Source: an optimization exercise on an open RTL-to-GDS flow (aim: small area, a short achievable clock period and few clock cycles). Production flows keep margins and buffers that such runs may drop. In this exercise RTL edits were held to simulation tests only and were not proved equivalent to the original.

==> flow/design.v (excerpt) <==
module hilo_muldiv (
  input  logic        clk,
  input  logic        rst_n,
  input  logic [3:0]  mul_func,
  input  logic [31:0] in_a,
  input  logic [31:0] in_b,
  output logic [31:0] hi,
  output logic [31:0] lo,
  output logic        busy
);
Size: about 3000 cells after synthesis, about 160 flip-flops, ~140 I/O pins, roughly 23000 µm² of cells after synthesis.
Settings: LEC_CHECK=0, CAP_MARGIN=20, CORE_MARGIN=2, CORE_UTILIZATION=40, SLEW_MARGIN=20, SETUP_SLACK_MARGIN=6.5; clock period 12.0 ns.
standard.sh (not shown) runs the stock make flow with config.mk's settings and CLKGATE_MAP_FILE= SYNTH_SCRIPT=/design/flow/synth_recipe.tcl, a recipe that flattens the netlist after the stock synthesis.
==> flow/flow/run.sh <==
#!/bin/bash
sed -i '/SETUP_SLACK_MARGIN/d' config.mk
echo "export SETUP_SLACK_MARGIN = 6.5" >> config.mk
bash standard.sh > standard.log 2>&1
Testbench counts at the start, summed over its fixed seeds: cycles 40,210.
Next try:
==> flow/flow/run.sh (replaced) <==
#!/bin/bash
# The standard layout (standard.sh, unchanged synthesis and steps), with two
# changes to how the layout is made; the clock constraint itself is unchanged:
#  - every port still gets its own buffer, but a plain sky130_fd_sc_hd__buf_2
#    instead of the delay buffer the placer would pick (smaller and faster).
sed -i '/SETUP_SLACK_MARGIN/d;/BUFFER_PORTS_ARGS/d' config.mk
echo "export SETUP_SLACK_MARGIN = 6.5" >> config.mk
echo "export BUFFER_PORTS_ARGS = -buffer_cell sky130_fd_sc_hd__buf_2" >> config.mk
bash standard.sh > standard.log 2>&1
BUFFER_PORTS_ARGS = -buffer_cell sky130_fd_sc_hd__buf_2   (was default)
CORE_UTILIZATION = 50   (was 40)
PLACE_DENSITY = 0.7   (was default)
After rerunning:
- synthesized cell count does not change
- final cell count is lower by about 4.5%
- die area falls by 20%
- count of clock-buffer cells in the layout is higher by 1
- core utilization grows by 9.8 points
Next try:
CAP_MARGIN = 10   (was 20)
CORE_UTILIZATION = 40   (was 50)
SLEW_MARGIN = 10   (was 20)
Effect:
- via count drops by 2.0%
- core utilization went down by 12 points
- global-route usage falls by 11 points
- cell area is about the same
- maximum frequency increases by 0.74%
- wire length drops by 5.2%
- clock skew climbs by 15 ps
- worst hold slack got worse by 5.7 ps
- worst setup slack gets better by 41 ps
Next try:
--- a/flow/flow/run.sh
+++ b/flow/flow/run.sh
@@ -7 +7 @@
-echo "export SETUP_SLACK_MARGIN = 6.5" >> config.mk
+echo "export SETUP_SLACK_MARGIN = 6.0" >> config.mk
CAP_MARGIN = 20   (was 10)
SETUP_SLACK_MARGIN = 6.0   (was 6.5)
SLEW_MARGIN = 20   (was 10)
Result: Count of clock-buffer cells in the layout does not change; synthesized area is unchanged; routed wire length fell by 3.7%; core utilization fell by 2.3 points; flip-flop and latch count is unchanged; worst setup slack is worse by 370 ps; final area fell by 4.8%; via count fell by 1.0%; register-to-register slack is worse by 370 ps.
Next try:
--- a/flow/flow/run.sh
+++ b/flow/flow/run.sh
@@ -7 +7 @@
-echo "export SETUP_SLACK_MARGIN = 6.0" >> config.mk
+echo "export SETUP_SLACK_MARGIN = 7.0" >> config.mk
SETUP_SLACK_MARGIN = 7.0   (was 6.0)
Result:
- design area grows by 14%
- flip-flop and latch count does not change
- global-route usage grows by 2.1 points
- routed wire length grows by 13%
- non-clock buffer count grows by 132
Next try:
--- a/flow/flow/run.sh
+++ b/flow/flow/run.sh
@@ -7 +7 @@
-echo "export SETUP_SLACK_MARGIN = 7.0" >> config.mk
+echo "export SETUP_SLACK_MARGIN = 6.5" >> config.mk
SETUP_SLACK_MARGIN = 6.5   (was 7.0)
Via count falls by 5.7%; global-route usage came out lower by 0.76 points; routed wire length came out lower by about 8%; cell count drops by 2.1%.

========
== run C ==
hilo_muldiv, a different RTL version from the one above (not shown whole).
Size in the first run: roughly 160 flip-flops, about 140 I/O pins, roughly 23000 sq um of cells after synthesis.
==> flow/design.v (excerpt) <==
module hilo_muldiv (
  input  logic        clk,
  input  logic        rst_n,
  input  logic [3:0]  mul_func,
  input  logic [31:0] in_a,
  input  logic [31:0] in_b,
  output logic [31:0] hi,
  output logic [31:0] lo,
  output logic        busy
);
  localparam logic [2:0] S_IDLE = 3'd0;
  localparam logic [2:0] S_MUL  = 3'd1;
  localparam logic [2:0] S_DABS = 3'd2;    
  localparam logic [2:0] S_DALN = 3'd3;    
  localparam logic [2:0] S_DIV  = 3'd4;    
  localparam logic [2:0] S_DEND = 3'd5;    
  localparam logic [2:0] S_DFIX = 3'd6;    
  localparam logic [2:0] S_MXA  = 3'd7;    
  logic [2:0]  state;
  logic [4:0]  cnt;
  logic [32:0] opa;       
  logic [32:0] opb;       
  logic [3:0]  e_one;     
  logic [3:0]  e_two;     
  logic [3:0]  e_ng;      
  logic        msub;      
  logic        mub;       
  logic        mlast;     
  logic        mshort;    
  logic [1:0]  pend;      
  logic        dsgn;
  logic        neg_q;
  logic        neg_r;
  logic        wen_h;     
  logic        wen_l;     
  logic        rsgn;      
  logic dec_mul, dec_div, dec_sgn, dec_acc, dec_sub;
  always_comb begin
    dec_mul = 1'b0; dec_div = 1'b0; dec_sgn = 1'b0; dec_acc = 1'b0; dec_sub = 1'b0;
    case (mul_func)
      4'd1:  begin dec_mul = 1'b1; dec_sgn = 1'b1; end
      4'd2:  begin dec_mul = 1'b1; end
      4'd3:  begin dec_div = 1'b1; dec_sgn = 1'b1; end
      4'd4:  begin dec_div = 1'b1; end
      4'd7:  begin dec_mul = 1'b1; dec_sgn = 1'b1; dec_acc = 1'b1; end
      4'd8:  begin dec_mul = 1'b1; dec_acc = 1'b1; end
  ...
export LEC_CHECK = 0
export CAP_MARGIN = 20
export CORE_MARGIN = 2
export CORE_UTILIZATION = 40
export SLEW_MARGIN = 20
export SETUP_SLACK_MARGIN = 6.0
create_clock -name core_clock -period 12.0 [get_ports {clk}]
==> flow/flow/run.sh <==
#!/bin/bash
sed -i '/SETUP_SLACK_MARGIN/d' config.mk
echo "export SETUP_SLACK_MARGIN = 6.0" >> config.mk
bash standard.sh > standard.log 2>&1
Run C: all stages complete, timing, DRC and antenna checks passed
Testbench counts of run C, summed over its fixed seeds: cycles 40,195.
For run E, these inputs were changed with respect to run C:
==> flow/flow/run.sh <==
#!/bin/bash
sed -i '/SETUP_SLACK_MARGIN/d' config.mk
echo "export SETUP_SLACK_MARGIN = 6.5" >> config.mk
bash standard.sh > standard.log 2>&1
diff --git a/flow/config.mk b/flow/config.mk
--- a/flow/config.mk
+++ b/flow/config.mk
@@ -12 +12 @@
-export SETUP_SLACK_MARGIN = 6.0
+export SETUP_SLACK_MARGIN = 6.5
### Flow results
Run E ended with more area overhead of the layout relative to synthesis than run C.
Diff run C -> run E: global-route wire length before repair higher.
Looking at buffering overhead, run E sits 2.5 points above run C.
Compare run C and run E | clock latency at the later pin of the worst-skew pair higher: run E
Final critical-path setup slack, run C and run E, lower one = run C.
Per the comparison of run E with run C, number of antenna violations at the first check in global routing increased by 4 relative to the old numbers, maximum number of pins on one net before global-route repair lower, standard cell area after detailed placement held.

static timing again, ports no longer ideal:
Ports are ideal in the flow. The routed layouts listed here were re-timed in OpenROAD. Step 1 (the two cells are an assumption about what drives the block):
set clk [get_ports {clk}]
set_driving_cell -lib_cell sky130_fd_sc_hd__clkbuf_16 $clk
set_driving_cell -lib_cell sky130_fd_sc_hd__buf_2 [delete_from_list [all_inputs] $clk]
Step 2, shift: input delay + t, output delay - t, t = (earliest + latest rising clock arrival at the registers) / 2. This alone moves slack from input paths to output paths. a / b / c = no drivers / after step 1 / after step 2; a / b = the first two.
run | shift t [ns] | slack for setup (ns) | worst hold slack (ns) | clock arrival spread, ns | worst register clock-pin slew, ns
the first run of note 1 | 0.573 | 6.295 / 6.295 / 6.029 | 0.513 / 0.513 / 0.513 | 0.020 / 0.019 | 0.09 / 0.09
the second run of note 1 | 0.568 | 6.389 / 6.389 / 6.166 | 0.509 / 0.509 / 0.509 | 0.014 / 0.014 | 0.08 / 0.08
the third run of note 1 | 0.572 | 6.430 / 6.430 / 6.387 | 0.503 / 0.503 / 0.503 | 0.030 / 0.029 | 0.09 / 0.09
the fourth run of note 1 | 0.570 | 6.062 / 6.062 / 6.062 | 0.512 / 0.512 / 0.512 | 0.015 / 0.015 | 0.08 / 0.08
the fifth run of note 1 | 0.564 | 6.349 / 6.349 / 6.349 | 0.509 / 0.509 / 0.509 | 0.030 / 0.030 | 0.08 / 0.08
the sixth run of note 1 | 0.572 | 6.430 / 6.430 / 6.387 | 0.503 / 0.503 / 0.503 | 0.030 / 0.029 | 0.09 / 0.09
run C | 0.516 | 5.941 / 5.941 / 5.685 | 0.533 / 0.533 / 0.533 | 0.015 / 0.015 | 0.08 / 0.08
run E | 0.533 | 6.377 / 6.377 / 6.013 | 0.529 / 0.529 / 0.529 | 0.015 / 0.016 | 0.08 / 0.08
After both steps every run listed still meets setup and hold. For run E, which loses most, drivers alone change the setup slack by 0.000 ns; drivers and shift together by -0.364 ns.
